This design comes from an exercise in tuning for small area on the open sky130 flow, not from production work. Only simulation tests tie the RTL to the original design; equivalence was not proved. No driver is modelled on the clock port, so clocking that relies on it looks cheaper here than on a real chip.

## flow/design.v (module list and top-level ports; edited modules follow where they fit)
// module matrix_datapath: 131 lines
// module mdp_mac: 636 lines
// module mdp_cpa: 142 lines
// module mdp_benc: 10 lines
// module mdp_benc0: 7 lines
// module mdp_rd8: 8 lines
// module mdp_rd8n: 8 lines
// module mdp_fa: 4 lines
// module mdp_ha: 4 lines
// module mdp_iha: 4 lines
// module mdp_or2: 3 lines
// module mdp_xor2: 3 lines
// module mdp_xnor2: 3 lines
// module mdp_inv: 3 lines
// module mdp_nand2: 3 lines
// module mdp_nor2: 3 lines
// module mdp_nand3b: 3 lines
// module mdp_nand4: 3 lines
// module mdp_and2: 3 lines
// module mdp_and4: 3 lines
// module mdp_a21o: 3 lines
// module mdp_o21ai: 3 lines
// module mdp_o22ai: 3 lines
// module mdp_o22a: 3 lines
// module mdp_a222oi: 4 lines
module matrix_datapath #(
  parameter int WIDTH_BIT = 1,
  parameter int INDEX_BIT = 3,
  parameter int INSTR_BIT = 8
) (
  input  logic                              CLK,
  input  logic                              RST,
  input  logic                              enable,
  input  logic [31:0]                       instruction,
  output logic                              pc_src,
  output logic [INSTR_BIT-1:0]              jump_addr,
  output logic                              done,
  input  logic [INDEX_BIT-1:0]              dbg_index,
  output logic [(32 << (2*WIDTH_BIT))-1:0]  dbg_data
);
  // ...
==> flow/flow/run.sh <==
#!/bin/bash
# Layout flow: the standard ORFS flow (standard.sh) with a few extra ORFS settings.
#  - every port still gets a buffer, a buf_1 instead of a clkdlybuf4s50_1;
#  - placement and timing repair insert only small buffers (flow/small_buffers.tcl);
#  - clock tree built from clkbuf_8, in clusters of up to 16 flip-flops, without dummy loads;
#  - after global routing, non-critical gates are downsized (RECOVER_POWER).
# The full make output goes to flow_make.log; ORFS keeps each step's log under orfs/logs.
set -euo pipefail
HOOK=$PWD/flow/small_buffers.tcl
bash standard.sh \
  "BUFFER_PORTS_ARGS=-buffer_cell sky130_fd_sc_hd__buf_1" \
  "CTS_ARGS=-sink_clustering_enable -repair_clock_nets -dont_use_dummy_load -buf_list sky130_fd_sc_hd__clkbuf_8 -sink_clustering_size 16 -sink_clustering_max_diameter 70" \
  "RECOVER_POWER=100" \
  "PRE_GLOBAL_PLACE_TCL=$HOOK" "PRE_RESIZE_TCL=$HOOK" "PRE_CTS_TCL=$HOOK" \
  "PRE_GLOBAL_ROUTE_TCL=$HOOK" "PRE_DETAIL_PLACE_TCL=$HOOK" "PRE_FLOORPLAN_TCL=$HOOK" \
  "PRE_REPAIR_TIMING_POST_PLACE_TCL=$HOOK" \
  finish > flow_make.log 2>&1
==> flow/flow/small_buffers.tcl <==
# Sourced before placement, resizing, CTS and routing steps: buffer insertion and
# repair use only the small buffers (buf_1, buf_2); gates may still be upsized.
set_dont_use {sky130_fd_sc_hd__buf_4 sky130_fd_sc_hd__buf_6 sky130_fd_sc_hd__buf_8
  sky130_fd_sc_hd__buf_12 sky130_fd_sc_hd__buf_16 sky130_fd_sc_hd__bufbuf_8
  sky130_fd_sc_hd__bufbuf_16 sky130_fd_sc_hd__bufinv_8 sky130_fd_sc_hd__bufinv_16}
==> flow/standard.sh <==
#!/bin/bash
# synth_recipe.tcl (not shown) runs the flow's synth.tcl, then flattens the netlist and writes it again
# the make line also repeats each setting of config.mk as NAME=value (left out here)
make -C /OpenROAD-flow-scripts/flow DESIGN_CONFIG=/design/flow/config.mk WORK_HOME=/design/flow/orfs CLKGATE_MAP_FILE= SYNTH_SCRIPT=/design/flow/synth_recipe.tcl "${@:-finish}"
==> flow/config.mk <==
export PLATFORM = sky130hd
export DESIGN_NAME = matrix_datapath
export DESIGN_NICKNAME = matrix_datapath
export VERILOG_FILES = /design/flow/design.v
export SDC_FILE = /design/flow/constraint.sdc
export NUM_CORES = 8
export LEC_CHECK = 0
export CAP_MARGIN = 20
export CELL_PAD_IN_SITES_DETAIL_PLACEMENT = 1
export CELL_PAD_IN_SITES_GLOBAL_PLACEMENT = 1
export CORE_MARGIN = 2
export CORE_UTILIZATION = 35
export PLACE_DENSITY = 0.5
export SLEW_MARGIN = 20
export SYNTH_HIERARCHICAL = 1
==> flow/constraint.sdc <==
create_clock -name core_clock -period 15.0 [get_ports {CLK}]
set_input_delay 3.0000 -clock core_clock [delete_from_list [all_inputs] [get_ports {CLK}]]
set_output_delay 3.0000 -clock core_clock [all_outputs]
set_load 0.01 [all_outputs]
==> parameters.txt, run 1 <==
Parameter                              Value

Run
  Max-cap violations    55

Worst hold path
  Endpoint, Worst Hold    valid[19]$_DFFE_PP0P_

Logic synthesis
  Synthesis warning total    11
  Cell area after technology mapping    approximately 0.13 mm2
  Gate Count Post-Synth    between 10000 and 15000
  Post-synthesis register bit count    approximately 1100
  Top-count cell post-synth    sky130_fd_sc_hd__xnor2_1
  Share of the yosys chip area belonging to registers    about a quarter
  Total nets after synthesis    around 13000
  Synth top area cells    sky130_fd_sc_hd__fa_1 29%, sky130_fd_sc_hd__edfxtp_1 24%, sky130_fd_sc_hd__xnor2_1 16%

Clocking
  Hold-fix buffer count after cts    0
  CTS tree    done
  Number of buffers added for setup after CTS    0
  Clock buffer count from CTS    slightly above 80

Placed design
  Global placement routability congestion    roughly 1.1
  Number of placed instances with taps included    about 18000

Floorplan
  Die Y    between 600 and 700 um
  Core Box Area    between 0.3 and 0.4 mm2
  Die width    613.5 um
  Total Die Area    ~0.38 mm2

Setup path
  Data arrival, critical path    about 15 ns
  Register-to-register setup slack    2.59 ns
  Critical path depth in cells    30
  Buffers plus inverters on the worst setup path    4

Global route
  Fraction of met1 tracks used by global routing    61.06%
  Layer with the highest usage    met2
  Aggregate global routing overflow    0

Final layout
  CLK BUF    82
  Total area of multi-input combinational cells    approximately 0.1 mm2

Run status
  Fail Reasons    capacitance limit, slew limit, setup timing
  Status    finished with violations

STA
  Final Max Slew Viols    1000
  Worst setup margin    -0.08713 ns
  Worst slew margin relative to its limit    -113.9%
  Final setup viols    15

Detailed routing
  Metal1 wirelength    around 340 mm
==> inputs of run 2 (changes only) <==
==> flow/run.sh (new file) <==
#!/bin/bash
# synth_recipe.tcl (not shown) runs the flow's synth.tcl, then flattens the netlist and writes it again
# the make line also repeats each setting of config.mk as NAME=value (left out here)
make -C /OpenROAD-flow-scripts/flow DESIGN_CONFIG=/design/flow/config.mk WORK_HOME=/design/flow/orfs CLKGATE_MAP_FILE= SYNTH_SCRIPT=/design/flow/synth_recipe.tcl finish
removed: flow/flow/run.sh
removed: flow/flow/small_buffers.tcl
removed: flow/standard.sh
==> parameters.txt, run 2 <==
Parameter                              Value

Detailed routing
  Final routed wire length divided by cell count    slightly below 50 um
  Vias per Instance    between 7 and 8
  Pre-antenna DRT Iters    12
  Total Wirelength    between 800 and 900 mm
  Starting DRC count in detailed routing    between 20000 and 25000
  Number of antenna-violating nets in the routed design    0
  Via count    125600
  DRC Markers    0

Setup path
  Data arrival, critical path    14.58 ns (-0.89 ns)
  CP max-delay cell    sky130_fd_sc_hd__nand3b_1
  Startpoint types    input pin
  Critical path peak fanout    12
  Cell mode on critical path    sky130_fd_sc_hd__fa_1
  Endpoint of the lowest-slack register-to-register path    rf[63]$_DFFE_PP_
  Data required time of the critical path    approximately 15 ns
  Endpoint type of the worst setup path    flop
  Worst reg-to-reg path cell count    29
  Worst Path Class, Setup    in -> reg
  Reg-to-Reg Start    valid[17]$_DFFE_PP0P_
  Register-to-register setup slack    3.71 ns (+1.12 ns)
  Worst path max stage delay    between 0.9 and 1 ns

STA
  Maximum clock skew at final layout    around 0.13 ns
  Final Hold Violating Endpoints    0
  Tmin final    around 14 ns
  Final Max Slew Viols    0 (-100%)
  Measured slew at the worst slew-check pin    1.300 ns
  Worst setup margin    0.8730 ns (+0.9602 ns)
  Unrepaired setup endpoints after global routing    no
  Setup total negative slack    0 ns
  Fin crit share    approximately 94%
  Achievable Freq    0.07079 GHz
  Worst slew margin relative to its limit    13.32% (+130 points)
  Final setup viols    0 (-15)

Logic synthesis
  Unique cell type count in the Yosys netlist    38
  Prevailing post-synth register cell    sky130_fd_sc_hd__edfxtp_1
  Ys async rst share    slightly above 3%
  Synth top area cells    sky130_fd_sc_hd__fa_1 29%, sky130_fd_sc_hd__edfxtp_1 24%, sky130_fd_sc_hd__xnor2_1 16%
  Total nets after synthesis    13360 (unchanged)
  Gate Count Post-Synth    11330 (unchanged)
  Post-synth top cells    2360 x sky130_fd_sc_hd__xnor2_1, 2060 x sky130_fd_sc_hd__o22ai_1, 1868 x sky130_fd_sc_hd__fa_1, 1024 x sky130_fd_sc_hd__edfxtp_1, 915 x sky130_fd_sc_hd__nand2_1
  Cell area after technology mapping    0.1300 mm2 (unchanged)
  Share of the yosys chip area belonging to registers    24.26% (unchanged)
  Top-count cell post-synth    sky130_fd_sc_hd__xnor2_1
  Post-synthesis register bit count    1056 (unchanged)
  Post-synth EDFFs    1024
  Synthesis warning total    11 (unchanged)
  Mean Syn Cell Area    roughly 11 um2
  Fraction of post-synthesis cell area in the top cell type by area    28.76%
  Most area-hungry cell type in the Yosys netlist    sky130_fd_sc_hd__fa_1

Final layout
  Regs by FF count    rf x1024, valid x32
  Max reg flops    between 1000 and 1500
  Post-route cell area    0.1517 mm2
  Final core utilization    41.06%
  Fraction of layout instances using a drive strength above 1    around 11%
  Most flop-heavy register    rf
  Most common library cell in the layout ignoring fill and taps    sky130_fd_sc_hd__xnor2_1
  Most used cells in the layout excluding fill and tap cells    2356 x sky130_fd_sc_hd__xnor2_1, 2058 x sky130_fd_sc_hd__o22ai_1, 1836 x sky130_fd_sc_hd__fa_1
  Post-synthesis to final-layout area growth    16.64%
  Final Net Count    14580

Worst hold path
  Start point of the worst hold path    valid[12]$_DFFE_PP0P_
  Endpoint, Worst Hold    valid[12]$_DFFE_PP0P_
  Count of cells along the worst hold path    1
  Min-Delay Path Class    reg -> reg

Global route
  Number of global-route vias before repair    roughly 130k
  Initial antenna violation count    84
  Aggregate global routing overflow    0 (unchanged)
  Wire length of the first global-routing pass    between 1000 and 1500 mm
  Maximum number of pins on one net before global-route repair    just over 100
  Gr usage total    between 40 and 50%

Clocking
  Worst-case clock buffer depth    3
  CTS tree    done
  Clock buffer count from CTS    109 (+33%)
  Register clock-pin slew on the reported worst setup and hold paths    roughly 0.070 ns
  Source-to-sink clock delay at the later pin of the worst-skew pair    approximately 0.84 ns
  Number of H-tree levels    3
  Number of clock sinks seen by CTS    roughly 1100
  Post-CTS Resized    0
  Number of buffers added for setup after CTS    0 (unchanged)
  Hold-fix buffer count after cts    0 (unchanged)
  Root buffer selected by CTS    sky130_fd_sc_hd__clkbuf_16

Run
  Max-cap violations    0 (-100%)

Run status
  Status  timing/DRC/antenna clean

Floorplan
  Starting density of the core    around a third
  Row Count    around 220
  Total Die Area    0.3764 mm2 (unchanged)
  Core Box Area    0.3694 mm2 (unchanged)
  Die Y    613.5 um (unchanged)
  Top-level I/O count    between 150 and 200
  Die width    613.5 um (unchanged)

Placed design
  Detailed placement HPWL    roughly 650 mm
  Global placement routability congestion    1.029 (-4.1%)
  Worst setup slack after placement    0.5866 ns
  Placed Instance Area    0.1477 mm2
  Quantity of I/O buffers inserted on ports    approximately 180
run 2: cell counts after synthesis:
No cell type changed its count.
run 2: final cells by class:
type                    instances  area (um2)
fillers                     39720      217800
multi-input cells           10190       99170
flip-flops and latches       1056       31550
repair buffers               1130       10560
well taps                    4950        6193
clock buffers                 127        2795
clock inverters                80        1047
inverters                      64       245.2
diodes                         43       107.6
run 2: per-module statistics from Yosys, one instance, submodules excluded, a selection:
module,cells inside,flip-flops and latches
mdp_nor2,1,0
mdp_benc0,4,0
mdp_a21o,1,0
matrix_datapath,1336,1056
mdp_and4,1,0
mdp_xnor2,1,0
mdp_nand3b,1,0
mdp_xor2,1,0
mdp_inv,1,0
mdp_o21ai,1,0
run 2: logic make-up (layout without fill, tap and decap cells):
family,after synthesis,in the layout,synth area share (%)
AOI/OAI and AO/OA,3374,3374,18.58
xor gates and xnor gates,2863,2863,19.28
adders and majority gates,1992,1992,29.95
and+or+nand+nor,1958,1958,7.613
DFF,1056,1056,24.26
buffers and inverters,89,1401,0.3060
other,0,43,0
run 2: worst max-delay path: cells and delay by family:
| family | cells | cell delay [ns] |
|---|---|---|
| compound gates | 8 | 2.05 |
| simple gates | 9 | 3.57 |
| buf+inv | 2 | 0.90 |
| xor+xnor | 3 | 0.63 |
| fa+ha+maj | 9 | 4.40 |
run 2: how the worst max path moves through the flow:
| stage | slack, ns | cells after the start | endpoint | startpoint |
|---|---|---|---|---|
| floorplan | -0.19 | 26 | rf[191]$_DFFE_PP_ | instruction[31] |
| global placement | 0.65 | 32 | rf[63]$_DFFE_PP_ | instruction[22] |
| detailed placement | 0.59 | 32 | rf[63]$_DFFE_PP_ | instruction[22] |
| CTS | 1.31 | 33 | rf[63]$_DFFE_PP_ | instruction[22] |
| global route | 0.76 | 32 | rf[191]$_DFFE_PP_ | instruction[22] |
| finish | 0.87 | 31 | rf[63]$_DFFE_PP_ | instruction[22] |
run 2: per-layer routing:
layer / track usage [%] / share of wire, % / routed length, um
met1: 58.69 / 38 / 329000
met2: 62.46 / 40 / 348700
met3: 17.58 / 14 / 123100
met4: 29.93 / 7.9 / 69100
met5: 0.4779 / 0.072 / 626
run 2: stage by stage:
step                hold slack, ns  cells
floorplan                   0.4629  11330
global placement            0.4846  17380
detailed placement          0.5020  17390
CTS                         0.5201  17590
global route                0.5405  17600
finish                      0.5137  17640
==> module matrix_datapath, before the edit <==
module matrix_datapath #(
  parameter int WIDTH_BIT = 1,
  parameter int INDEX_BIT = 3,
  parameter int INSTR_BIT = 8
) (
  input  logic                              CLK,
  input  logic                              RST,
  input  logic                              enable,
  input  logic [31:0]                       instruction,
  output logic                              pc_src,
  output logic [INSTR_BIT-1:0]              jump_addr,
  output logic                              done,
  input  logic [INDEX_BIT-1:0]              dbg_index,
  output logic [(32 << (2*WIDTH_BIT))-1:0]  dbg_data
);
  logic [2:0] op, d_idx, a_idx, b_idx;
  assign op    = instruction[31:29];
  assign d_idx = instruction[28:26];
  assign a_idx = instruction[25:23];
  assign b_idx = instruction[22:20];
  logic is_lde, is_add, is_sub, is_mul, is_trn, is_ldi, is_full;
  assign is_lde  = (op == 3'b000);
  assign is_add  = (op == 3'b001);
  assign is_sub  = (op == 3'b010);
  assign is_mul  = (op == 3'b011);
  assign is_trn  = (op == 3'b100);
  assign is_ldi  = (op == 3'b101);
  assign is_full = is_add | is_sub | is_mul | is_trn | is_ldi;
  logic mul_n, as_n, ast_n, mas_n, mast_n, trn_n;
  assign mul_n = ~is_mul;
  assign as_n  = ~(is_add | is_sub);
  assign mas_n = ~(is_add | is_sub | is_mul);
  assign trn_n = ~is_trn;
  assign ast_n  = ~(is_add | is_sub | is_trn);
  assign mast_n = ~(is_add | is_sub | is_mul | is_trn);
  logic [25:0] imm_n;
  for (genvar i = 0; i < 26; i++) begin : g_imm
    if (i < 16) begin : g_lo
      assign imm_n[i] = ~(instruction[i] & (is_lde | is_ldi));
    end else begin : g_hi
      assign imm_n[i] = ~(instruction[i] & is_ldi);
    end
  end
  logic [1023:0] rf;
  logic [31:0]   valid;        
  logic [127:0]  res;          
  for (genvar r = 0; r < 8; r++) begin : g_reg
    for (genvar e = 0; e < 4; e++) begin : g_el
      logic we;
      assign we = enable && d_idx == r && (is_full || (is_lde && instruction[17:16] == e));
      always_ff @(posedge CLK)
        if (we) rf[(4*r+e)*32 +: 32] <= res[32*e +: 32];
      always_ff @(posedge CLK or posedge RST)
        if (RST) valid[4*r+e] <= 1'b0;
        else if (we) valid[4*r+e] <= 1'b1;
    end
  end
  logic [127:0] ma_n, mb_n;
  for (genvar e = 0; e < 4; e++) begin : g_rd
    logic [7:0] sa, sb, sd;
    for (genvar r = 0; r < 8; r++) begin : g_sel
      assign sa[r] = valid[4*r+e] && a_idx == r;
      assign sb[r] = valid[4*r+e] && b_idx == r;
      assign sd[r] = valid[4*r+e] && dbg_index == r;
    end
    for (genvar i = 0; i < 32; i++) begin : g_bit
      logic [7:0] d;
      for (genvar r = 0; r < 8; r++) begin : g_d
        assign d[r] = rf[(4*r+e)*32 + i];
      end
      mdp_rd8n u_a (.d(d), .s(sa), .y_n(ma_n[32*e+i]));
      mdp_rd8n u_b (.d(d), .s(sb), .y_n(mb_n[32*e+i]));
      mdp_rd8  u_d (.d(d), .s(sd), .y(dbg_data[32*e+i]));
    end
  end
  logic [15:0] one_n [4], two_n [4], neg [4], neg_n [4];
  for (genvar e = 0; e < 4; e++) begin : g_benc
    for (genvar r = 0; r < 16; r++) begin : g_d
      if (r == 0) begin : g_r0
        mdp_benc0 u_enc (
          .b2n(mb_n[32*e+1]), .b1n(mb_n[32*e]), .mul(is_mul), .mul_n(mul_n),
          .one_n(one_n[e][r]), .two_n(two_n[e][r]), .neg(neg[e][r]), .neg_n(neg_n[e][r]));
      end else begin : g_rn
        mdp_benc u_enc (
          .b2n(mb_n[32*e+2*r+1]), .b1n(mb_n[32*e+2*r]), .b0n(mb_n[32*e+(r == 0 ? 0 : 2*r-1)]),
          .mul(is_mul), .mul_n(mul_n),
          .one_n(one_n[e][r]), .two_n(two_n[e][r]), .neg(neg[e][r]), .neg_n(neg_n[e][r]));
      end
    end
  end
  logic [127:0] bx_n;    
  for (genvar i = 0; i < 128; i++) begin : g_bx
    mdp_xor2 u_bx (.a(mb_n[i]), .b(is_sub), .y(bx_n[i]));
  end
  for (genvar i = 0; i < 2; i++) begin : g_row
    for (genvar j = 0; j < 2; j++) begin : g_col
      localparam int E = 2*i + j;
      localparam int T = 2*j + i;       
      logic [31:0] s_n;
      mdp_mac u_mac (
        .a0_n(ma_n[32*(2*i) +: 32]), .a1_n(ma_n[32*(2*i+1) +: 32]),
        .one0_n(one_n[j]), .two0_n(two_n[j]), .neg0(neg[j]), .neg0_n(neg_n[j]),
        .one1_n(one_n[2+j]), .two1_n(two_n[2+j]), .neg1(neg[2+j]), .neg1_n(neg_n[2+j]),
        .addend_n(ma_n[32*E +: 32]), .bx_n(bx_n[32*E +: 32]),
        .ax_n(T == E ? ast_n : as_n), .by_n(as_n), .cin(is_sub),
        .s_n(s_n));
      if (T == E) begin : g_diag
        for (genvar b = 0; b < 32; b++) begin : g_res
          if (b < 26) begin : g_imm
            mdp_o21ai u_r (.a1(s_n[b]), .a2(mast_n), .b1(imm_n[b]), .y(res[32*E+b]));
          end else begin : g_noimm
            mdp_nor2  u_r (.a(s_n[b]), .b(mast_n), .y(res[32*E+b]));
          end
        end
      end else begin : g_off
        for (genvar b = 0; b < 32; b++) begin : g_res
          if (b < 26) begin : g_imm
            logic t;
            mdp_o22a  u_t (.a1(s_n[b]), .a2(mas_n), .b1(ma_n[32*T+b]), .b2(trn_n), .x(t));
            mdp_nand2 u_r (.a(t), .b(imm_n[b]), .y(res[32*E+b]));
          end else begin : g_noimm
            mdp_o22ai u_r (.a1(s_n[b]), .a2(mas_n), .b1(ma_n[32*T+b]), .b2(trn_n), .y(res[32*E+b]));
          end
        end
      end
    end
  end
  assign pc_src    = (op == 3'b110);
  assign done      = (op == 3'b111);
  assign jump_addr = instruction[INSTR_BIT-1:0];
endmodule
==> inputs of run 3 (changes only) <==
--- a/flow/design.v
+++ b/flow/design.v
@@ -33,36 +33,43 @@
   assign trn_n = ~is_trn;
   assign ast_n  = ~(is_add | is_sub | is_trn);
   assign mast_n = ~(is_add | is_sub | is_mul | is_trn);
-  logic [25:0] imm_n;
-  for (genvar i = 0; i < 26; i++) begin : g_imm
-    if (i < 16) begin : g_lo
-      assign imm_n[i] = ~(instruction[i] & (is_lde | is_ldi));
-    end else begin : g_hi
-      assign imm_n[i] = ~(instruction[i] & is_ldi);
+  logic [25:0] imm_n [4];
+  for (genvar e = 0; e < 4; e++) begin : g_imm
+    logic ld_e;
+    assign ld_e = is_ldi | (is_lde && instruction[17:16] == e);
+    for (genvar i = 0; i < 26; i++) begin : g_bit
+      if (i < 16) begin : g_lo
+        assign imm_n[e][i] = ~(instruction[i] & ld_e);
+      end else begin : g_hi
+        assign imm_n[e][i] = ~(instruction[i] & is_ldi);
+      end
     end
   end
   logic [1023:0] rf;
-  logic [31:0]   valid;        
+  logic [7:0]    valid;
   logic [127:0]  res;          
   for (genvar r = 0; r < 8; r++) begin : g_reg
+    logic wr;
+    assign wr = enable && d_idx == r && (is_full || is_lde);
     for (genvar e = 0; e < 4; e++) begin : g_el
       logic we;
-      assign we = enable && d_idx == r && (is_full || (is_lde && instruction[17:16] == e));
+      assign we = enable && d_idx == r &&
+                  (is_full || (is_lde && (instruction[17:16] == e || !valid[r])));
       always_ff @(posedge CLK)
         if (we) rf[(4*r+e)*32 +: 32] <= res[32*e +: 32];
-      always_ff @(posedge CLK or posedge RST)
-        if (RST) valid[4*r+e] <= 1'b0;
-        else if (we) valid[4*r+e] <= 1'b1;
     end
+    always_ff @(posedge CLK or posedge RST)
+      if (RST) valid[r] <= 1'b0;
+      else if (wr) valid[r] <= 1'b1;
   end
   logic [127:0] ma_n, mb_n;
+  logic [7:0] sa, sb, sd;
+  for (genvar r = 0; r < 8; r++) begin : g_sel
+    assign sa[r] = valid[r] && a_idx == r;
+    assign sb[r] = valid[r] && b_idx == r;
+    assign sd[r] = valid[r] && dbg_index == r;
+  end
   for (genvar e = 0; e < 4; e++) begin : g_rd
-    logic [7:0] sa, sb, sd;
-    for (genvar r = 0; r < 8; r++) begin : g_sel
-      assign sa[r] = valid[4*r+e] && a_idx == r;
-      assign sb[r] = valid[4*r+e] && b_idx == r;
-      assign sd[r] = valid[4*r+e] && dbg_index == r;
-    end
     for (genvar i = 0; i < 32; i++) begin : g_bit
       logic [7:0] d;
       for (genvar r = 0; r < 8; r++) begin : g_d
@@ -107,7 +114,7 @@
       if (T == E) begin : g_diag
         for (genvar b = 0; b < 32; b++) begin : g_res
           if (b < 26) begin : g_imm
-            mdp_o21ai u_r (.a1(s_n[b]), .a2(mast_n), .b1(imm_n[b]), .y(res[32*E+b]));
+            mdp_o21ai u_r (.a1(s_n[b]), .a2(mast_n), .b1(imm_n[E][b]), .y(res[32*E+b]));
           end else begin : g_noimm
             mdp_nor2  u_r (.a(s_n[b]), .b(mast_n), .y(res[32*E+b]));
           end
@@ -117,7 +124,7 @@
           if (b < 26) begin : g_imm
             logic t;
             mdp_o22a  u_t (.a1(s_n[b]), .a2(mas_n), .b1(ma_n[32*T+b]), .b2(trn_n), .x(t));
-            mdp_nand2 u_r (.a(t), .b(imm_n[b]), .y(res[32*E+b]));
+            mdp_nand2 u_r (.a(t), .b(imm_n[E][b]), .y(res[32*E+b]));
           end else begin : g_noimm
             mdp_o22ai u_r (.a1(s_n[b]), .a2(mas_n), .b1(ma_n[32*T+b]), .b2(trn_n), .y(res[32*E+b]));
           end
==> flow/flow/run.sh (new file) <==
#!/bin/bash
# Layout flow: the standard ORFS flow (standard.sh) with a few extra ORFS settings.
#  - every port still gets a buffer, a buf_1 instead of a clkdlybuf4s50_1;
#  - placement and timing repair insert only small buffers (flow/small_buffers.tcl);
#  - clock tree built from clkbuf_8, in clusters of up to 16 flip-flops, without dummy loads.
# The full make output goes to flow_make.log; ORFS keeps each step's log under orfs/logs.
set -euo pipefail
HOOK=$PWD/flow/small_buffers.tcl
bash standard.sh \
  "BUFFER_PORTS_ARGS=-buffer_cell sky130_fd_sc_hd__buf_1" \
  "CTS_ARGS=-sink_clustering_enable -repair_clock_nets -dont_use_dummy_load -buf_list sky130_fd_sc_hd__clkbuf_8 -sink_clustering_size 16 -sink_clustering_max_diameter 70" \
  "PRE_GLOBAL_PLACE_TCL=$HOOK" "PRE_RESIZE_TCL=$HOOK" "PRE_CTS_TCL=$HOOK" \
  "PRE_GLOBAL_ROUTE_TCL=$HOOK" "PRE_DETAIL_PLACE_TCL=$HOOK" "PRE_FLOORPLAN_TCL=$HOOK" \
  "PRE_REPAIR_TIMING_POST_PLACE_TCL=$HOOK" \
  finish > flow_make.log 2>&1
==> flow/flow/small_buffers.tcl (new file) <==
# Sourced before placement, resizing, CTS and routing steps: buffer insertion and
# repair use only the small buffers (buf_1, buf_2); gates may still be upsized.
set_dont_use {sky130_fd_sc_hd__buf_4 sky130_fd_sc_hd__buf_6 sky130_fd_sc_hd__buf_8
  sky130_fd_sc_hd__buf_12 sky130_fd_sc_hd__buf_16 sky130_fd_sc_hd__bufbuf_8
  sky130_fd_sc_hd__bufbuf_16 sky130_fd_sc_hd__bufinv_8 sky130_fd_sc_hd__bufinv_16}
==> flow/standard.sh (new file) <==
#!/bin/bash
# synth_recipe.tcl (not shown) runs the flow's synth.tcl, then flattens the netlist and writes it again
# the make line also repeats each setting of config.mk as NAME=value (left out here)
make -C /OpenROAD-flow-scripts/flow DESIGN_CONFIG=/design/flow/config.mk WORK_HOME=/design/flow/orfs CLKGATE_MAP_FILE= SYNTH_SCRIPT=/design/flow/synth_recipe.tcl "${@:-finish}"
--- a/flow/config.mk
+++ b/flow/config.mk
@@ -11,5 +11,6 @@
 export CORE_MARGIN = 2
 export CORE_UTILIZATION = 35
 export PLACE_DENSITY = 0.5
+export SETUP_SLACK_MARGIN = 0.3
 export SLEW_MARGIN = 20
 export SYNTH_HIERARCHICAL = 1
removed: flow/run.sh
==> parameters.txt, run 3 <==
Parameter                              Value

Logic synthesis
  Ys async rst share    0.7752% (-2.3 points)
  Proportion of synthesized area in mux cells    0.007736% (+0.0077 points)
  Unique cell type count in the Yosys netlist    49 (+29%)
  Basic-gate share of the synthesized area counting and, or, nand and nor cells    7.252% (-0.36 points)
  Mean Syn Cell Area    11.50 um2 (+0.20%)
  Share of the synthesized netlist area taken by xor and xnor gates    19.37% (+0.088 points)
  Fraction of post-synthesis cell area in the top cell type by area    28.90% (+0.14 points)
  Prevailing post-synth register cell    sky130_fd_sc_hd__edfxtp_1
  Gate Count Post-Synth    11250 (-0.69%)
  Post-synth top cells    2360 x sky130_fd_sc_hd__xnor2_1, 2060 x sky130_fd_sc_hd__o22ai_1, 1868 x sky130_fd_sc_hd__fa_1, 1024 x sky130_fd_sc_hd__edfxtp_1, 896 x sky130_fd_sc_hd__nand2_1
  Most area-hungry cell type in the Yosys netlist    sky130_fd_sc_hd__fa_1
  Top-count cell post-synth    sky130_fd_sc_hd__xnor2_1
  Share of the yosys chip area belonging to registers    23.92% (-0.35 points)
  Synthesis warning total    13 (+2)
  Total nets after synthesis    13280 (-0.58%)
  Post-synthesis register bit count    1032 (-2.3%)
  Combinational family with the most area after synthesis    adder cells
  Fraction of the mapped netlist area in adder cells    30.10% (+0.15 points)
  Synth Area in Compound Gates    18.98% (+0.40 points)
  Cell area after technology mapping    0.1294 mm2 (-0.49%)
  Synth top area cells    sky130_fd_sc_hd__fa_1 29%, sky130_fd_sc_hd__edfxtp_1 24%, sky130_fd_sc_hd__xnor2_1 16%
  Post-synth EDFFs    1024 (unchanged)

Global route
  Wire length of the first global-routing pass    1177 mm (+1.4%)
  Gr usage total    46.44% (+1.0 points)
  Aggregate global routing overflow    0 (unchanged)
  Global routing usage on met2    63.11% (+0.65 points)
  Fraction of met1 tracks used by global routing    62.25% (+3.6 points)
  Number of global-route vias before repair    127700 (+0.019%)
  Layer with the highest usage    met2
  GRT met3 Usage    19.64% (+2.1 points)
  Maximum number of pins on one net before global-route repair    52 (-50%)
  Initial antenna violation count    110 (+31%)

Final layout
  Most common library cell in the layout ignoring fill and taps    sky130_fd_sc_hd__xnor2_1
  Most used cells in the layout excluding fill and tap cells    2358 x sky130_fd_sc_hd__xnor2_1, 2058 x sky130_fd_sc_hd__o22ai_1, 1837 x sky130_fd_sc_hd__fa_1
  Max reg flops    1024 (unchanged)
  Number of fillers in the final layout    40380 (+1.7%)
  Fraction of layout instances using a drive strength above 1    10.30% (-0.86 points)
  Post-synthesis to final-layout area growth    12.59%
  Most flop-heavy register    rf
  Regs by FF count    rf x1024, valid x8
  Total area of multi-input combinational cells    0.09952 mm2 (+0.35%)
  Final core utilization    39.53% (-1.5 points)
  Final Net Count    15010 (+2.9%)
  Storage element area    0.03095 mm2 (-1.9%)

Floorplan
  Die width    612.0 um (-0.24%)
  Row Count    223 (unchanged)
  Die Y    612.0 um (-0.24%)
  Core Box Area    0.3686 mm2 (-0.23%)
  Top-level I/O count    176 (unchanged)
  Total Die Area    0.3746 mm2 (-0.48%)
  Starting density of the core    35.11% (-0.092 points)

Placed design
  Detailed placement HPWL    695.1 mm (+7.7%)
  Global placement routability congestion    1.074 (+4.4%)
  Quantity of I/O buffers inserted on ports    175 (unchanged)

Detailed routing
  Vias per Instance    7.098 (-0.35%)
  DRC Markers    0 (unchanged)
  Via count    127900 (+1.8%)
  Pre-antenna DRT Iters    11 (-1)
  Final routed wire length divided by cell count    49.32 um (about the same)
  Total Wirelength    888.5 mm (+2.1%)
  Starting DRC count in detailed routing    23950 (+5.5%)
  Number of antenna-violating nets in the routed design    0 (unchanged)

Clocking
  Register clock-pin slew on the reported worst setup and hold paths    0.12 ns (+0.05 ns)
  Number of clock sinks seen by CTS    1032 (-2.3%)
  Post-CTS Resized    0 (unchanged)
  CTS tree    done
  Clock buffer count from CTS    75 (-31%)
  Number of buffers added for setup after CTS    0 (unchanged)
  Hold-fix buffer count after cts    0 (unchanged)
  Source-to-sink clock delay at the later pin of the worst-skew pair    0.80 ns (-0.04 ns)

STA
  Worst slew margin relative to its limit    11.16% (-2.2 points)
  Achievable Freq    0.06792 GHz (-4.0%)
  Setup total negative slack    0 ns (unchanged)
  Fin crit share    98.15% (+4.0 points)
  Unrepaired setup endpoints after global routing    no
  Hold WS    0.8808 ns (+0.3671 ns)
  Final Max Slew Viols    0 (unchanged)
  Final setup viols    0 (unchanged)
  Tmin final    14.72 ns (+0.5960 ns)
  Measured slew at the worst slew-check pin    1.333 ns (+0.03229 ns)
  Final Hold Violating Endpoints    0 (unchanged)
  Maximum clock skew at final layout    0.1035 ns (-0.02922 ns)

Setup path
  Cell mode on critical path    sky130_fd_sc_hd__fa_1
  Buffers plus inverters on the worst setup path    7 (+5)
  Critical path peak fanout    11 (-1)
  Worst path max stage delay    0.96 ns (-0.03 ns)
  Endpoint type of the worst setup path    flop
  Data required time of the critical path    15.62 ns (+0.17 ns)
  Cell type group with the largest total delay on the critical path    adder cells
  Worst Path Class, Setup    in -> reg
  CP max-delay cell    sky130_fd_sc_hd__fa_1
  Startpoint types    input pin
  Data arrival, critical path    15.34 ns (+0.76 ns)

Run status
  Status  timing/DRC/antenna clean

Worst hold path
  Min-Delay Path Class    reg -> reg

Run
  Max-cap violations    0 (unchanged)
==> run 3: path summary, 6_finish.rpt <==
path	startpoint	end	slack, ns	cells after the start
max	instruction[20]	rf[989]$_DFFE_PP_	0.28	32
min	valid[1]$_DFFE_PP0P_	valid[1]$_DFFE_PP0P_	0.88	1
max reg2reg	valid[2]$_DFFE_PP0P_	rf[989]$_DFFE_PP_	2.26	31
min reg2reg	valid[1]$_DFFE_PP0P_	valid[1]$_DFFE_PP0P_	0.88	1
max in group asynchronous	RST	valid[6]$_DFFE_PP0P_	12.64	2
min in group asynchronous	RST	valid[7]$_DFFE_PP0P_	2.11	2
==> run 3: per-module statistics from Yosys (local to each module, per instance), a selection <==
module | flip-flops and latches | cell area (um2) | cells inside | copies in the design
mdp_o22a | 0 | 8.758 | 1 | 52
matrix_datapath | 1032 | 32550 | 1258 | 1
mdp_o22ai | 0 | 6.256 | 1 | 2060
mdp_o21ai | 0 | 5.005 | 1 | 240
mdp_xnor2 | 0 | 8.758 | 1 | 2360
mdp_nand3b | 0 | 7.507 | 1 | 60
mdp_fa | 0 | 20.02 | 1 | 1868
mdp_inv | 0 | 3.754 | 1 | 60
mdp_a222oi | 0 | 10.01 | 1 | 768
mdp_xor2 | 0 | 8.758 | 1 | 500
mdp_or2 | 0 | 6.256 | 1 | 56
mdp_ha | 0 | 12.51 | 1 | 124
mdp_nand4 | 0 | 6.256 | 1 | 128
mdp_and4 | 0 | 8.758 | 1 | 256
==> run 3: routing by layer <==
| layer | routed length, um | share of wire, % |
|---|---|---|
| met1 | 348700 | 39 |
| met2 | 351400 | 40 |
| met3 | 132900 | 15 |
| met4 | 54950 | 6.2 |
| met5 | 609 | 0.069 |
==> run 3: stage by stage <==
stage / cell area (um2) / std cells / setup WS (ns)
floorplan: 129800 / 11250 / -0.2552
global placement: 144300 / 17840 / 0.2818
detailed placement: 144400 / 17850 / 0.1934
CTS: 145400 / 17920 / 0.9624
global route: 145500 / 17950 / 0.4016
finish: 145700 / 18020 / 0.2770
==> run 3: kinds of logic (layout without fill, tap and decap cells) <==
group	Yosys count	count (layout)
adder cells (fa/ha/maj)	1992	1992
AO/OA/AOI/OAI	3439	3439
other	0	89
buffers and inverters	98	1820
flip-flops	1032	1032
AND/OR/NAND/NOR	1830	1830
multiplexers	1	1
XOR/XNOR	2862	2862
==> run 3: layout make-up <==
type / instances / area share (%)
clock buffer: 75 / 0.7085
sequential: 1032 / 21.24
inverter: 61 / 0.1572
antenna: 89 / 0.1529
timing repair buffer: 1684 / 5.178
multi-input combinational: 10120 / 68.31
tap: 4950 / 4.251
==> inputs of run 4 (changes only) <==
--- a/flow/flow/run.sh
+++ b/flow/flow/run.sh
@@ -1,7 +1,7 @@
 #!/bin/bash
 # Layout flow: the standard ORFS flow (standard.sh) with a few extra ORFS settings.
 #  - every port still gets a buffer, a buf_1 instead of a clkdlybuf4s50_1;
-#  - placement and timing repair insert only small buffers (flow/small_buffers.tcl);
+#  - placement and timing repair insert only buffers up to buf_4 (flow/small_buffers.tcl);
 #  - clock tree built from clkbuf_8, in clusters of up to 16 flip-flops, without dummy loads.
 # The full make output goes to flow_make.log; ORFS keeps each step's log under orfs/logs.
 set -euo pipefail
==> flow/flow/small_buffers.tcl (replaced) <==
# Sourced before placement, resizing, CTS and routing steps: buffer insertion and
# repair use only buffers up to buf_4; gates may still be upsized.
set_dont_use {sky130_fd_sc_hd__buf_6 sky130_fd_sc_hd__buf_8
  sky130_fd_sc_hd__buf_12 sky130_fd_sc_hd__buf_16 sky130_fd_sc_hd__bufbuf_8
  sky130_fd_sc_hd__bufbuf_16 sky130_fd_sc_hd__bufinv_8 sky130_fd_sc_hd__bufinv_16}
==> parameters.txt, run 4 <==
Parameter                              Value

Run status
  Status  timing/DRC/antenna clean

Setup path
  Buffers plus inverters on the worst setup path    4 (-3)
  CP max-delay cell    sky130_fd_sc_hd__and4b_4
  Cell type group with the largest total delay on the critical path    adder cells
  Startpoint types    input pin
  Worst Path Class, Setup    in -> reg
  Data arrival, critical path    14.30 ns (-1.04 ns)
  Worst path max stage delay    0.97 ns (about the same)
  Register-to-register setup slack    2.98 ns (+0.72 ns)
  Critical path peak fanout    38 (+27)
  Cell mode on critical path    sky130_fd_sc_hd__fa_1
  Endpoint type of the worst setup path    flop
  Data required time of the critical path    15.35 ns (-0.27 ns)

Logic synthesis
  Total nets after synthesis    13280 (unchanged)
  Gate Count Post-Synth    11250 (unchanged)
  Unique cell type count in the Yosys netlist    49 (unchanged)
  Synth top area cells    sky130_fd_sc_hd__fa_1 29%, sky130_fd_sc_hd__edfxtp_1 24%, sky130_fd_sc_hd__xnor2_1 16%
  Mean Syn Cell Area    11.50 um2 (unchanged)
  Prevailing post-synth register cell    sky130_fd_sc_hd__edfxtp_1
  Post-synthesis register bit count    1032 (unchanged)
  Synthesis warning total    13 (unchanged)
  Ys async rst share    0.7752% (unchanged)
  Cell area after technology mapping    0.1294 mm2 (unchanged)
  Post-synth EDFFs    1024 (unchanged)
  Top-count cell post-synth    sky130_fd_sc_hd__xnor2_1
  Share of the yosys chip area belonging to registers    23.92% (unchanged)
  Fraction of post-synthesis cell area in the top cell type by area    28.90% (unchanged)
  Post-synth top cells    2360 x sky130_fd_sc_hd__xnor2_1, 2060 x sky130_fd_sc_hd__o22ai_1, 1868 x sky130_fd_sc_hd__fa_1, 1024 x sky130_fd_sc_hd__edfxtp_1, 896 x sky130_fd_sc_hd__nand2_1
  Most area-hungry cell type in the Yosys netlist    sky130_fd_sc_hd__fa_1

Global route
  Wire length of the first global-routing pass    1157 mm (-1.7%)
  Initial antenna violation count    90 (-18%)
  Number of global-route vias before repair    125800 (-1.5%)
  Gr usage total    45.57% (-0.86 points)
  Maximum number of pins on one net before global-route repair    65 (+25%)
  Aggregate global routing overflow    0 (unchanged)

Clocking
  Source-to-sink clock delay at the later pin of the worst-skew pair    0.81 ns (about the same)
  Number of clock sinks seen by CTS    1032 (unchanged)
  Hold-fix buffer count after cts    0 (unchanged)
  Number of buffers added for setup after CTS    0 (unchanged)
  Post-CTS Resized    0 (unchanged)
  Clock buffer count from CTS    76 (+1.3%)
  Register clock-pin slew on the reported worst setup and hold paths    0.12 ns (about the same)
  CTS tree    done

STA
  Final Max Slew Viols    0 (unchanged)
  Worst setup margin    1.050 ns (+0.7735 ns)
  Tmin final    13.95 ns (-0.7735 ns)
  Achievable Freq    0.07169 GHz (+5.5%)
  Worst slew margin relative to its limit    9.718% (-1.4 points)
  Setup total negative slack    0 ns (unchanged)
  Maximum clock skew at final layout    0.1353 ns (+0.03179 ns)
  Fin crit share    93.00% (-5.2 points)
  Final Hold Violating Endpoints    0 (unchanged)
  Unrepaired setup endpoints after global routing    no
  Measured slew at the worst slew-check pin    1.354 ns (+0.02166 ns)
  Final setup viols    0 (unchanged)

Placed design
  Placed Instance Area    0.1441 mm2 (-0.23%)
  Detailed placement HPWL    659.7 mm (-5.1%)
  Number of placed instances with taps included    17510 (-1.9%)
  Worst setup slack after placement    0.7754 ns (+0.5820 ns)
  Global placement routability congestion    1.071 (-0.31%)
  Quantity of I/O buffers inserted on ports    175 (unchanged)

Floorplan
  Top-level I/O count    176 (unchanged)
  Die Y    612.0 um (unchanged)
  Row Count    223 (unchanged)
  Core Box Area    0.3686 mm2 (unchanged)
  Total Die Area    0.3746 mm2 (unchanged)
  Starting density of the core    35.11% (unchanged)
  Die width    612.0 um (unchanged)

Detailed routing
  Via count    125900 (-1.6%)
  Total Wirelength    873.6 mm (-1.7%)
  Number of antenna-violating nets in the routed design    0 (unchanged)
  Final routed wire length divided by cell count    49.56 um (+0.48%)
  Pre-antenna DRT Iters    13 (+2)
  DRC Markers    0 (unchanged)
  Starting DRC count in detailed routing    23210 (-3.1%)
  Vias per Instance    7.141 (+0.60%)

Final layout
  Most flop-heavy register    rf
  Max reg flops    1024 (unchanged)
  Total area of multi-input combinational cells    0.09951 mm2 (about the same)
  Count of non-filler cells in the finished layout    17630 (-2.1%)
  Most used cells in the layout excluding fill and tap cells    2358 x sky130_fd_sc_hd__xnor2_1, 2058 x sky130_fd_sc_hd__o22ai_1, 1837 x sky130_fd_sc_hd__fa_1
  Post-synthesis to final-layout area growth    12.25%
  Number of fillers in the final layout    40210 (-0.43%)
  Regs by FF count    rf x1024, valid x8
  Post-route cell area    0.1452 mm2 (-0.31%)
  Fraction of layout instances using a drive strength above 1    9.671% (-0.63 points)
  Storage element area    0.03095 mm2 (unchanged)
  Final core utilization    39.41% (-0.12 points)
  Most common library cell in the layout ignoring fill and taps    sky130_fd_sc_hd__xnor2_1
  Final Net Count    14670 (-2.3%)

Worst hold path
  Min-Delay Path Class    reg -> reg

Run
  Max-cap violations    0 (unchanged)
[run 4: final timing paths]
check                                      from                    to  cells after the start
setup / recovery                instruction[21]     rf[889]$_DFFE_PP_                     28
hold / removal             valid[4]$_DFFE_PP0P_  valid[4]$_DFFE_PP0P_                      1
setup reg to reg           valid[0]$_DFFE_PP0P_     rf[889]$_DFFE_PP_                     27
hold reg to reg            valid[4]$_DFFE_PP0P_  valid[4]$_DFFE_PP0P_                      1
max in group asynchronous                   RST  valid[7]$_DFFE_PP0P_                      2
min in group asynchronous                   RST  valid[1]$_DFFE_PP0P_                      2
[run 4: modules after synthesis (local to each module, per instance), a selection]
module | cell area [um2] | times used | cells | flip-flops and latches
mdp_xnor2 | 8.758 | 2360 | 1 | 0
mdp_nand4 | 6.256 | 128 | 1 | 0
matrix_datapath | 32550 | 1 | 1258 | 1032
mdp_a21o | 7.507 | 212 | 1 | 0
mdp_o22a | 8.758 | 52 | 1 | 0
mdp_and4 | 8.758 | 256 | 1 | 0
mdp_inv | 3.754 | 60 | 1 | 0
mdp_fa | 20.02 | 1868 | 1 | 0
mdp_nand2 | 3.754 | 880 | 1 | 0
mdp_ha | 12.51 | 124 | 1 | 0
mdp_xor2 | 8.758 | 500 | 1 | 0
mdp_nor2 | 3.754 | 268 | 1 | 0
mdp_o22ai | 6.256 | 2060 | 1 | 0
mdp_benc0 | 23.77 | 4 | 4 | 0
mdp_and2 | 6.256 | 88 | 1 | 0
mdp_a222oi | 10.01 | 768 | 1 | 0
[run 4: worst register-to-register path, cell delays in order, from the launching register on]
cell and delay (ns):
sky130_fd_sc_hd__dfrtp_1 0.71, sky130_fd_sc_hd__nor4b_4 0.44, sky130_fd_sc_hd__buf_4 0.37, sky130_fd_sc_hd__buf_4 0.43
sky130_fd_sc_hd__a222oi_1 0.20, sky130_fd_sc_hd__and4_1 0.40, sky130_fd_sc_hd__xor2_1 0.24, sky130_fd_sc_hd__nand3b_1 0.82
sky130_fd_sc_hd__buf_4 0.57, sky130_fd_sc_hd__o22ai_1 0.29, sky130_fd_sc_hd__xnor2_1 0.13, sky130_fd_sc_hd__fa_1 0.63
sky130_fd_sc_hd__fa_1 0.52, sky130_fd_sc_hd__fa_1 0.55, sky130_fd_sc_hd__fa_1 0.58, sky130_fd_sc_hd__fa_1 0.45
sky130_fd_sc_hd__fa_1 0.52, sky130_fd_sc_hd__or2_1 0.26, sky130_fd_sc_hd__fa_1 0.78, sky130_fd_sc_hd__o21ai_1 0.28
sky130_fd_sc_hd__ha_1 0.39, sky130_fd_sc_hd__and2_1 0.19, sky130_fd_sc_hd__a21o_1 0.20, sky130_fd_sc_hd__a21o_1 0.16
sky130_fd_sc_hd__a21o_1 0.23, sky130_fd_sc_hd__a21o_1 0.19, sky130_fd_sc_hd__xnor2_1 0.65, sky130_fd_sc_hd__o21ai_1 0.41
[run 4: cell type report]
class | count | share of cell area [%]
Antenna cell | 42 | 0.07236
Clock buffer | 76 | 0.7202
Inverter | 61 | 0.1576
Multi-Input combinational cell | 10120 | 68.51
Sequential cell | 1032 | 21.31
Tap cell | 4950 | 4.264
Timing Repair Buffer | 1343 | 4.967
[run 4: stage by stage]
stage | hold WS (ns)
after floorplan | 0.5489
after global placement | 0.8488
after detailed placement | 0.8544
after CTS | 0.8746
after global routing | 0.9006
final | 0.8722
[run 4: routing by layer]
metal / vias to the layer above / wire length [um] / global-route usage (%) / part of all wire (%)
met5: - / 713 / 0.6199 / 0.082
met4: 62 / 56580 / 24.26 / 6.5
met3: 1949 / 132700 / 19.48 / 15
met2: 10620 / 342200 / 61.56 / 39
met1: 66490 / 341400 / 60.92 / 39
li1: 46760 / - / - / -
[run 4: logic make-up after synthesis]
logic type | share of synthesized area, %
compound gates | 18.98
xor+xnor | 19.37
fa+ha+maj | 30.10
simple gates | 7.252
flops | 23.92
buf+inv | 0.3742
mux | 0.007736
==> inputs of run 5 (changes only) <==
--- a/flow/design.v
+++ b/flow/design.v
@@ -48,13 +48,17 @@
   logic [1023:0] rf;
   logic [7:0]    valid;
   logic [127:0]  res;          
+  logic [3:0] fs;
+  for (genvar e = 0; e < 4; e++) begin : g_fs
+    assign fs[e] = is_full || instruction[17:16] == e;
+  end
   for (genvar r = 0; r < 8; r++) begin : g_reg
-    logic wr;
+    logic wr, nv;
     assign wr = enable && d_idx == r && (is_full || is_lde);
+    assign nv = ~valid[r];
     for (genvar e = 0; e < 4; e++) begin : g_el
       logic we;
-      assign we = enable && d_idx == r &&
-                  (is_full || (is_lde && (instruction[17:16] == e || !valid[r])));
+      mdp_o21a u_we (.a1(fs[e]), .a2(nv), .b1(wr), .x(we));
       always_ff @(posedge CLK)
         if (we) rf[(4*r+e)*32 +: 32] <= res[32*e +: 32];
     end
@@ -995,6 +999,9 @@
 module mdp_o21ai (input logic a1, input logic a2, input logic b1, output logic y);
   assign y = ~((a1 | a2) & b1);
 endmodule
+module mdp_o21a (input logic a1, input logic a2, input logic b1, output logic x);
+  assign x = (a1 | a2) & b1;
+endmodule
 module mdp_o22ai (input logic a1, input logic a2, input logic b1, input logic b2, output logic y);
   assign y = ~((a1 | a2) & (b1 | b2));
 endmodule
--- a/flow/config.mk
+++ b/flow/config.mk
@@ -10,7 +10,7 @@
 export CELL_PAD_IN_SITES_GLOBAL_PLACEMENT = 1
 export CORE_MARGIN = 2
 export CORE_UTILIZATION = 35
-export PLACE_DENSITY = 0.5
+export PLACE_DENSITY = 0.55
 export SETUP_SLACK_MARGIN = 0.3
 export SLEW_MARGIN = 20
 export SYNTH_HIERARCHICAL = 1
==> parameters.txt, run 5 <==
Parameter                              Value

Run status
  Status  timing/DRC/antenna clean

Setup path
  Worst path max stage delay    0.92 ns (-0.05 ns)
  Critical path peak fanout    15 (-61%)
  Endpoint type of the worst setup path    flop
  Register-to-register setup slack    3.18 ns (+0.20 ns)
  CP max-delay cell    sky130_fd_sc_hd__fa_1
  Startpoint types    input pin
  Worst reg-to-reg path cell count    30 (+11%)
  Reg-to-Reg Start    valid[3]$_DFFE_PP0P_
  Launching element of the worst setup path    instruction[20]
  Critical path destination    rf[604]$_DFFE_PP_
  Endpoint of the lowest-slack register-to-register path    rf[604]$_DFFE_PP_
  Data arrival, critical path    14.68 ns (+0.38 ns)
  Cell mode on critical path    sky130_fd_sc_hd__fa_1
  Worst Path Class, Setup    in -> reg
  Data required time of the critical path    15.42 ns (+0.07 ns)

Clocking
  CTS tree    done
  Post-CTS Resized    0 (unchanged)
  Number of buffers added for setup after CTS    0 (unchanged)
  Register clock-pin slew on the reported worst setup and hold paths    0.12 ns (about the same)
  Source-to-sink clock delay at the later pin of the worst-skew pair    0.81 ns (about the same)
  Hold-fix buffer count after cts    0 (unchanged)
  Number of clock sinks seen by CTS    1032 (unchanged)
  Clock buffer count from CTS    75 (-1.3%)

Logic synthesis
  Post-synth EDFFs    1024 (unchanged)
  Cell area after technology mapping    0.1293 mm2 (about the same)
  Post-synth top cells    2360 x sky130_fd_sc_hd__xnor2_1, 2064 x sky130_fd_sc_hd__o22ai_1, 1868 x sky130_fd_sc_hd__fa_1, 1024 x sky130_fd_sc_hd__edfxtp_1, 902 x sky130_fd_sc_hd__nand2_1
  Unique cell type count in the Yosys netlist    46 (-6.1%)
  Most area-hungry cell type in the Yosys netlist    sky130_fd_sc_hd__fa_1
  Share of the yosys chip area belonging to registers    23.93% (about the same)
  Prevailing post-synth register cell    sky130_fd_sc_hd__edfxtp_1
  Ys async rst share    0.7752% (unchanged)
  Fraction of post-synthesis cell area in the top cell type by area    28.92% (about the same)
  Total nets after synthesis    13300 (+0.12%)
  Top-count cell post-synth    sky130_fd_sc_hd__xnor2_1
  Mean Syn Cell Area    11.47 um2 (-0.21%)
  Synthesis warning total    13 (unchanged)
  Synth top area cells    sky130_fd_sc_hd__fa_1 29%, sky130_fd_sc_hd__edfxtp_1 24%, sky130_fd_sc_hd__xnor2_1 16%
  Post-synthesis register bit count    1032 (unchanged)
  Gate Count Post-Synth    11270 (+0.14%)

Detailed routing
  Final routed wire length divided by cell count    50.59 um (+2.1%)
  Vias per Instance    7.341 (+2.8%)
  Starting DRC count in detailed routing    25770 (+11%)
  Via count    129100 (+2.5%)
  Pre-antenna DRT Iters    14 (+1)
  Number of antenna-violating nets in the routed design    0 (unchanged)
  Total Wirelength    889.4 mm (+1.8%)
  DRC Markers    0 (unchanged)

STA
  Worst setup margin    0.7419 ns (-0.3085 ns)
  Unrepaired setup endpoints after global routing    no
  Maximum clock skew at final layout    0.08639 ns (-0.04888 ns)
  Final setup viols    0 (unchanged)
  Final Max Slew Viols    0 (unchanged)
  Tmin final    14.26 ns (+0.3085 ns)
  Worst slew margin relative to its limit    8.672% (-1.0 points)
  Setup total negative slack    0 ns (unchanged)
  Fin crit share    95.05% (+2.1 points)
  Final Hold Violating Endpoints    0 (unchanged)
  Achievable Freq    0.07014 GHz (-2.2%)
  Measured slew at the worst slew-check pin    1.370 ns (+0.01569 ns)

Final layout
  Regs by FF count    rf x1024, valid x8
  Most flop-heavy register    rf
  Max reg flops    1024 (unchanged)
  Final Net Count    14710 (+0.25%)
  Most used cells in the layout excluding fill and tap cells    2360 x sky130_fd_sc_hd__xnor2_1, 2062 x sky130_fd_sc_hd__o22ai_1, 1812 x sky130_fd_sc_hd__fa_1
  Fraction of layout instances using a drive strength above 1    10.10% (+0.43 points)
  Post-synthesis to final-layout area growth    12.03%
  Most common library cell in the layout ignoring fill and taps    sky130_fd_sc_hd__xnor2_1

Worst hold path
  Start point of the worst hold path    valid[7]$_DFFE_PP0P_
  Min-Delay Path Class    reg -> reg

Floorplan
  Starting density of the core    35.11% (about the same)
  Row Count    223 (unchanged)
  Top-level I/O count    176 (unchanged)
  Die Y    611.8 um (about the same)
  Total Die Area    0.3743 mm2 (about the same)
  Core Box Area    0.3683 mm2 (about the same)
  Die width    611.8 um (about the same)

Placed design
  Global placement routability congestion    1.085 (+1.3%)
  Detailed placement HPWL    669.7 mm (+1.5%)
  Quantity of I/O buffers inserted on ports    175 (unchanged)
  Worst setup slack after placement    0.5581 ns (-0.2173 ns)

Global route
  Global routing usage on met2    61.78% (+0.21 points)
  Aggregate global routing overflow    0 (unchanged)
  Fraction of met1 tracks used by global routing    60.69% (-0.23 points)
  Wire length of the first global-routing pass    1178 mm (+1.8%)
  Initial antenna violation count    90 (unchanged)
  GRT met3 Usage    21.10% (+1.6 points)
  Maximum number of pins on one net before global-route repair    65 (unchanged)
  Layer with the highest usage    met2
  Number of global-route vias before repair    128400 (+2.1%)
  Gr usage total    46.41% (+0.83 points)

Run
  Max-cap violations    0 (unchanged)
-- run 5: how the worst min path moves through the flow --
| stage | endpoint | cells past startpoint |
|---|---|---|
| 6_report | valid[7]$_DFFE_PP0P_ | 2 |
| 3_3_place_gp | valid[5]$_DFFE_PP0P_ | 2 |
| 4_1_cts | valid[7]$_DFFE_PP0P_ | 2 |
| 3_5_place_dp | valid[7]$_DFFE_PP0P_ | 2 |
| 2_1_floorplan | valid[5]$_DFFE_PP0P_ | 2 |
| 5_1_grt | valid[3]$_DFFE_PP0P_ | 2 |
-- run 5: cell families (layout without fill, tap and decap cells) --
| kind of cell | count (synthesis) | after routing | synth area share, % |
|---|---|---|---|
| AND/OR/NAND/NOR | 1840 | 1840 | 7.243 |
| other | 0 | 72 | 0 |
| adder cells (fa/ha/maj) | 1992 | 1992 | 30.12 |
| multiplexers | 1 | 1 | 0.007741 |
| AO/OA/AOI/OAI | 3441 | 3441 | 18.95 |
| buffers and inverters | 102 | 1505 | 0.3667 |
| flip-flops | 1032 | 1032 | 23.93 |
| XOR/XNOR | 2862 | 2862 | 19.38 |
-- run 5: per-layer routing --
metal,up-vias,routed length [um]
met2,12030,345000
met3,2532,144100
met4,78,66080
met1,67600,333600
met5,-,628
li1,46830,-
-- run 5: through the flow --
stage | utilization, % | area (um2) | hold slack, ns | cells
4_1_cts | 39.27 | 144600 | 0.6688 | 17510
2_1_floorplan | - | 129800 | 0.5134 | 11270
5_1_grt | 39.29 | 144700 | 0.7094 | 17520
3_3_place_gp | 38.99 | 143600 | 0.6240 | 17430
3_5_place_dp | 38.99 | 143600 | 0.6352 | 17430
6_report | 39.34 | 144900 | 0.6878 | 17580
-- run 5: per-module statistics from Yosys (local to each module, per instance), a selection --
module	area (um2)	cells inside	times used	flops+latches
matrix_datapath	32230	1242	1	1032
mdp_benc0	23.77	4	4	0
mdp_ha	12.51	1	124	0
mdp_xor2	8.758	1	500	0
mdp_inv	3.754	1	60	0
mdp_o21ai	5.005	1	240	0
mdp_and2	6.256	1	88	0
mdp_fa	20.02	1	1868	0
mdp_or2	6.256	1	56	0
mdp_o22a	8.758	1	52	0
-- run 5: layout make-up --
type,count,area [um2]
fill,40340,223400
antenna,72,180.2
inverter,72,270.3
sequential,1032,30950
multi-input combinational,10140,99080
clock buffer,75,1032
tap,4837,6052
timing repair buffer,1358,7316
-- run 5: critical path, delay by kind of cell --
kind	cells	cell delay, ns
fa+ha+maj	8	4.26
compound gates	7	1.88
simple gates	8	2.85
buf+inv	5	1.93
xor+xnor	3	0.67
==> inputs of run 6 (changes only) <==
--- a/flow/config.mk
+++ b/flow/config.mk
@@ -9,7 +9,7 @@
 export CELL_PAD_IN_SITES_DETAIL_PLACEMENT = 1
 export CELL_PAD_IN_SITES_GLOBAL_PLACEMENT = 1
 export CORE_MARGIN = 2
-export CORE_UTILIZATION = 35
+export CORE_UTILIZATION = 40
 export PLACE_DENSITY = 0.55
 export SETUP_SLACK_MARGIN = 0.3
 export SLEW_MARGIN = 20
==> parameters.txt, run 6 <==
Parameter                              Value

STA
  Maximum clock skew at final layout    0.06683 ns (-0.01955 ns)
  Worst slew margin relative to its limit    10.35% (+1.7 points)
  Final Hold Violating Endpoints    0 (unchanged)
  Tmin final    14.25 ns (-0.01037 ns)
  Measured slew at the worst slew-check pin    1.345 ns (-0.02523 ns)
  Worst setup margin    0.7523 ns (+0.01037 ns)
  Setup total negative slack    0 ns (unchanged)
  Final Max Slew Viols    0 (unchanged)
  Fin crit share    94.98% (about the same)
  Final setup viols    0 (unchanged)
  Unrepaired setup endpoints after global routing    no
  Achievable Freq    0.07019 GHz (about the same)

Clocking
  Hold-fix buffer count after cts    0 (unchanged)
  Source-to-sink clock delay at the later pin of the worst-skew pair    0.82 ns (about the same)
  Number of clock sinks seen by CTS    1032 (unchanged)
  CTS tree    done
  Post-CTS Resized    0 (unchanged)
  Register clock-pin slew on the reported worst setup and hold paths    0.11 ns (about the same)
  Clock buffer count from CTS    74 (-1.3%)
  Number of buffers added for setup after CTS    0 (unchanged)

Logic synthesis
  Synth top area cells    sky130_fd_sc_hd__fa_1 29%, sky130_fd_sc_hd__edfxtp_1 24%, sky130_fd_sc_hd__xnor2_1 16%
  Mean Syn Cell Area    11.47 um2 (unchanged)
  Unique cell type count in the Yosys netlist    46 (unchanged)
  Post-synthesis register bit count    1032 (unchanged)
  Top-count cell post-synth    sky130_fd_sc_hd__xnor2_1
  Ys async rst share    0.7752% (unchanged)
  Synthesis warning total    13 (unchanged)
  Cell area after technology mapping    0.1293 mm2 (unchanged)
  Fraction of post-synthesis cell area in the top cell type by area    28.92% (unchanged)
  Share of the yosys chip area belonging to registers    23.93% (unchanged)
  Post-synth EDFFs    1024 (unchanged)
  Prevailing post-synth register cell    sky130_fd_sc_hd__edfxtp_1
  Most area-hungry cell type in the Yosys netlist    sky130_fd_sc_hd__fa_1
  Post-synth top cells    2360 x sky130_fd_sc_hd__xnor2_1, 2064 x sky130_fd_sc_hd__o22ai_1, 1868 x sky130_fd_sc_hd__fa_1, 1024 x sky130_fd_sc_hd__edfxtp_1, 902 x sky130_fd_sc_hd__nand2_1
  Gate Count Post-Synth    11270 (unchanged)
  Total nets after synthesis    13300 (unchanged)

Setup path
  CP max-delay cell    sky130_fd_sc_hd__and4b_4
  Data arrival, critical path    14.81 ns (+0.13 ns)
  Endpoint type of the worst setup path    flop
  Startpoint types    input pin
  Reg-to-Reg Start    valid[2]$_DFFE_PP0P_
  Critical path peak fanout    37 (+22)
  Worst path max stage delay    1.10 ns (+0.18 ns)
  Worst Path Class, Setup    in -> reg
  Cell type group with the largest total delay on the critical path    adder cells
  Buffers plus inverters on the worst setup path    5 (unchanged)
  Launching element of the worst setup path    instruction[22]
  Data required time of the critical path    15.56 ns (+0.14 ns)
  Cell mode on critical path    sky130_fd_sc_hd__fa_1

Final layout
  Max reg flops    1024 (unchanged)
  Regs by FF count    rf x1024, valid x8
  Final core utilization    44.76% (+5.4 points)
  Fraction of layout instances using a drive strength above 1    9.504% (-0.60 points)
  Most flop-heavy register    rf
  Most used cells in the layout excluding fill and tap cells    2358 x sky130_fd_sc_hd__xnor2_1, 2062 x sky130_fd_sc_hd__o22ai_1, 1812 x sky130_fd_sc_hd__fa_1
  Final Net Count    14630 (-0.53%)
  Count of non-filler cells in the finished layout    17020 (-3.2%)
  Most common library cell in the layout ignoring fill and taps    sky130_fd_sc_hd__xnor2_1
  Post-synthesis to final-layout area growth    11.26%

Placed design
  Detailed placement HPWL    648.5 mm (-3.2%)
  Global placement routability congestion    1.073 (-1.1%)
  Worst setup slack after placement    0.6350 ns (+0.07695 ns)
  Number of placed instances with taps included    16820 (-3.5%)
  Quantity of I/O buffers inserted on ports    175 (unchanged)

Floorplan
  Die width    572.6 um (-6.4%)
  Total Die Area    0.3278 mm2 (-12%)
  Core Box Area    0.3214 mm2 (-13%)
  Die Y    572.6 um (-6.4%)
  Row Count    208 (-6.7%)
  Top-level I/O count    176 (unchanged)
  Starting density of the core    40.23% (+5.1 points)

Global route
  Gr usage total    52.23% (+5.8 points)
  Maximum number of pins on one net before global-route repair    69 (+6.2%)
  Global routing usage on met2    67.76% (+6.0 points)
  GRT met3 Usage    29.30% (+8.2 points)
  Initial antenna violation count    109 (+21%)
  Layer with the highest usage    met2
  Aggregate global routing overflow    0 (unchanged)
  Wire length of the first global-routing pass    1158 mm (-1.7%)
  Fraction of met1 tracks used by global routing    65.14% (+4.5 points)
  Number of global-route vias before repair    128000 (-0.32%)

Run status
  Status  timing/DRC/antenna clean

Worst hold path
  Min-Delay Path Class    reg -> reg
  Start point of the worst hold path    valid[5]$_DFFE_PP0P_

Detailed routing
  Starting DRC count in detailed routing    26250 (+1.9%)
  Pre-antenna DRT Iters    15 (+1)
  Number of antenna-violating nets in the routed design    0 (unchanged)
  DRC Markers    0 (unchanged)
  Total Wirelength    873.4 mm (-1.8%)
  Vias per Instance    7.668 (+4.5%)
  Final routed wire length divided by cell count    51.32 um (+1.4%)
  Via count    130500 (+1.1%)

Run
  Max-cap violations    0 (unchanged)
==> run 6: cell counts after synthesis <==
No cell type changed its count.
==> run 6: worst reg2reg max path: cells and delay by family (launching register included) <==
family | cells | cell delay (ns)
flip-flops | 1 | 0.34
adder cells (fa/ha/maj) | 8 | 4.40
AO/OA/AOI/OAI | 9 | 2.01
buffers and inverters | 5 | 2.00
AND/OR/NAND/NOR | 5 | 2.55
XOR/XNOR | 3 | 0.51
==> run 6: cell families (layout without fill, tap and decap cells) <==
| group | Yosys count | count (layout) | share of synthesized area, % |
|---|---|---|---|
| AOI/OAI and AO/OA | 3441 | 3441 | 18.95 |
| xor gates and xnor gates | 2862 | 2862 | 19.38 |
| adders and majority gates | 1992 | 1992 | 30.12 |
| buffers and inverters | 102 | 1427 | 0.3667 |
| DFF | 1032 | 1032 | 23.93 |
| muxes | 1 | 1 | 0.007741 |
| other | 0 | 120 | 0 |
| and+or+nand+nor | 1840 | 1840 | 7.243 |
==> run 6: Yosys stat by module, one instance, submodules excluded, a selection <==
module,copies in the design,flip-flops and latches
mdp_benc0,4,0
mdp_and2,88,0
mdp_a21o,212,0
mdp_xor2,500,0
mdp_a222oi,768,0
mdp_nand4,128,0
mdp_ha,124,0
mdp_inv,60,0
mdp_o22a,52,0
==> run 6: layer usage <==
| layer | routed length (um) | vias to the layer above |
|---|---|---|
| li1 | - | 46730 |
| met1 | 313600 | 67750 |
| met2 | 334600 | 13040 |
| met3 | 156100 | 2941 |
| met4 | 67280 | 61 |
| met5 | 1817 | - |
==> run 6: layout make-up <==
class,count,area [um2]
tap,4305,5386
multi-input combinational,10140,99110
clock buffer,74,1018
timing repair buffer,1281,6840
inverter,72,270.3
sequential,1032,30950
antenna,120,300.3
fill,34680,177500
==> run 6: final timing paths <==
path	cells past startpoint	end	slack, ns
min reg2reg	2	valid[5]$_DFFE_PP0P_	0.70
max in group asynchronous	2	valid[2]$_DFFE_PP0P_	12.64
min	2	valid[5]$_DFFE_PP0P_	0.70
max reg2reg	30	rf[61]$_DFFE_PP_	2.97
max	30	rf[61]$_DFFE_PP_	0.75
min in group asynchronous	2	valid[0]$_DFFE_PP0P_	2.10
==> run 6: through the flow <==
stage,hold slack [ns],instance area [um2]
after floorplan,0.5134,129800
after global placement,0.6614,142400
after detailed placement,0.6586,142500
after CTS,0.6892,143500
after global routing,0.7322,143600
final,0.6982,143900

port drivers added, routing unchanged:
In the flow no input, the clock included, has a driving cell. The finished layouts below were timed again as built, in two steps.
Step 1: set_driving_cell puts a clkbuf_16 on CLK and a buf_2 on each other input, an assumption about the parent block.
Step 2 adds t to the input delays and takes it off the output delays; t is the mean of the earliest and latest rising clock arrival at the registers after step 1. Input paths then give back, and output paths get back, about the clock's delay inside the block.
Slacks: ideal / step 1 / step 2; pairs: ideal / step 1.
| run | shift t [ns] | slack for setup (ns) | worst setup path at the end | clock arrival spread, ns | cell pins on the clock port's net |
|---|---|---|---|---|---|
| run 1 | 0.871 | -0.087 / -0.020 / -0.892 | input to register | 0.193 / 0.193 | 1 |
| run 2 | 0.864 | 0.873 / 0.940 / 0.076 | input to register | 0.133 / 0.133 | 1 |
| run 3 | 0.820 | 0.277 / 0.303 / -0.517 | input to register | 0.103 / 0.103 | 1 |
| run 4 | 0.824 | 1.050 / 1.085 / 0.261 | input to register | 0.136 / 0.136 | 1 |
| run 5 | 0.852 | 0.742 / 0.800 / -0.052 | input to register | 0.087 / 0.086 | 1 |
| run 6 | 0.863 | 0.752 / 0.790 / -0.073 | input to register | 0.067 / 0.067 | 1 |
With both steps, setup timing fails in run 3, run 5 and run 6, where it was met with ideal ports. For run 6, which loses most, drivers alone change the setup slack by +0.038 ns; drivers and shift together by -0.825 ns.
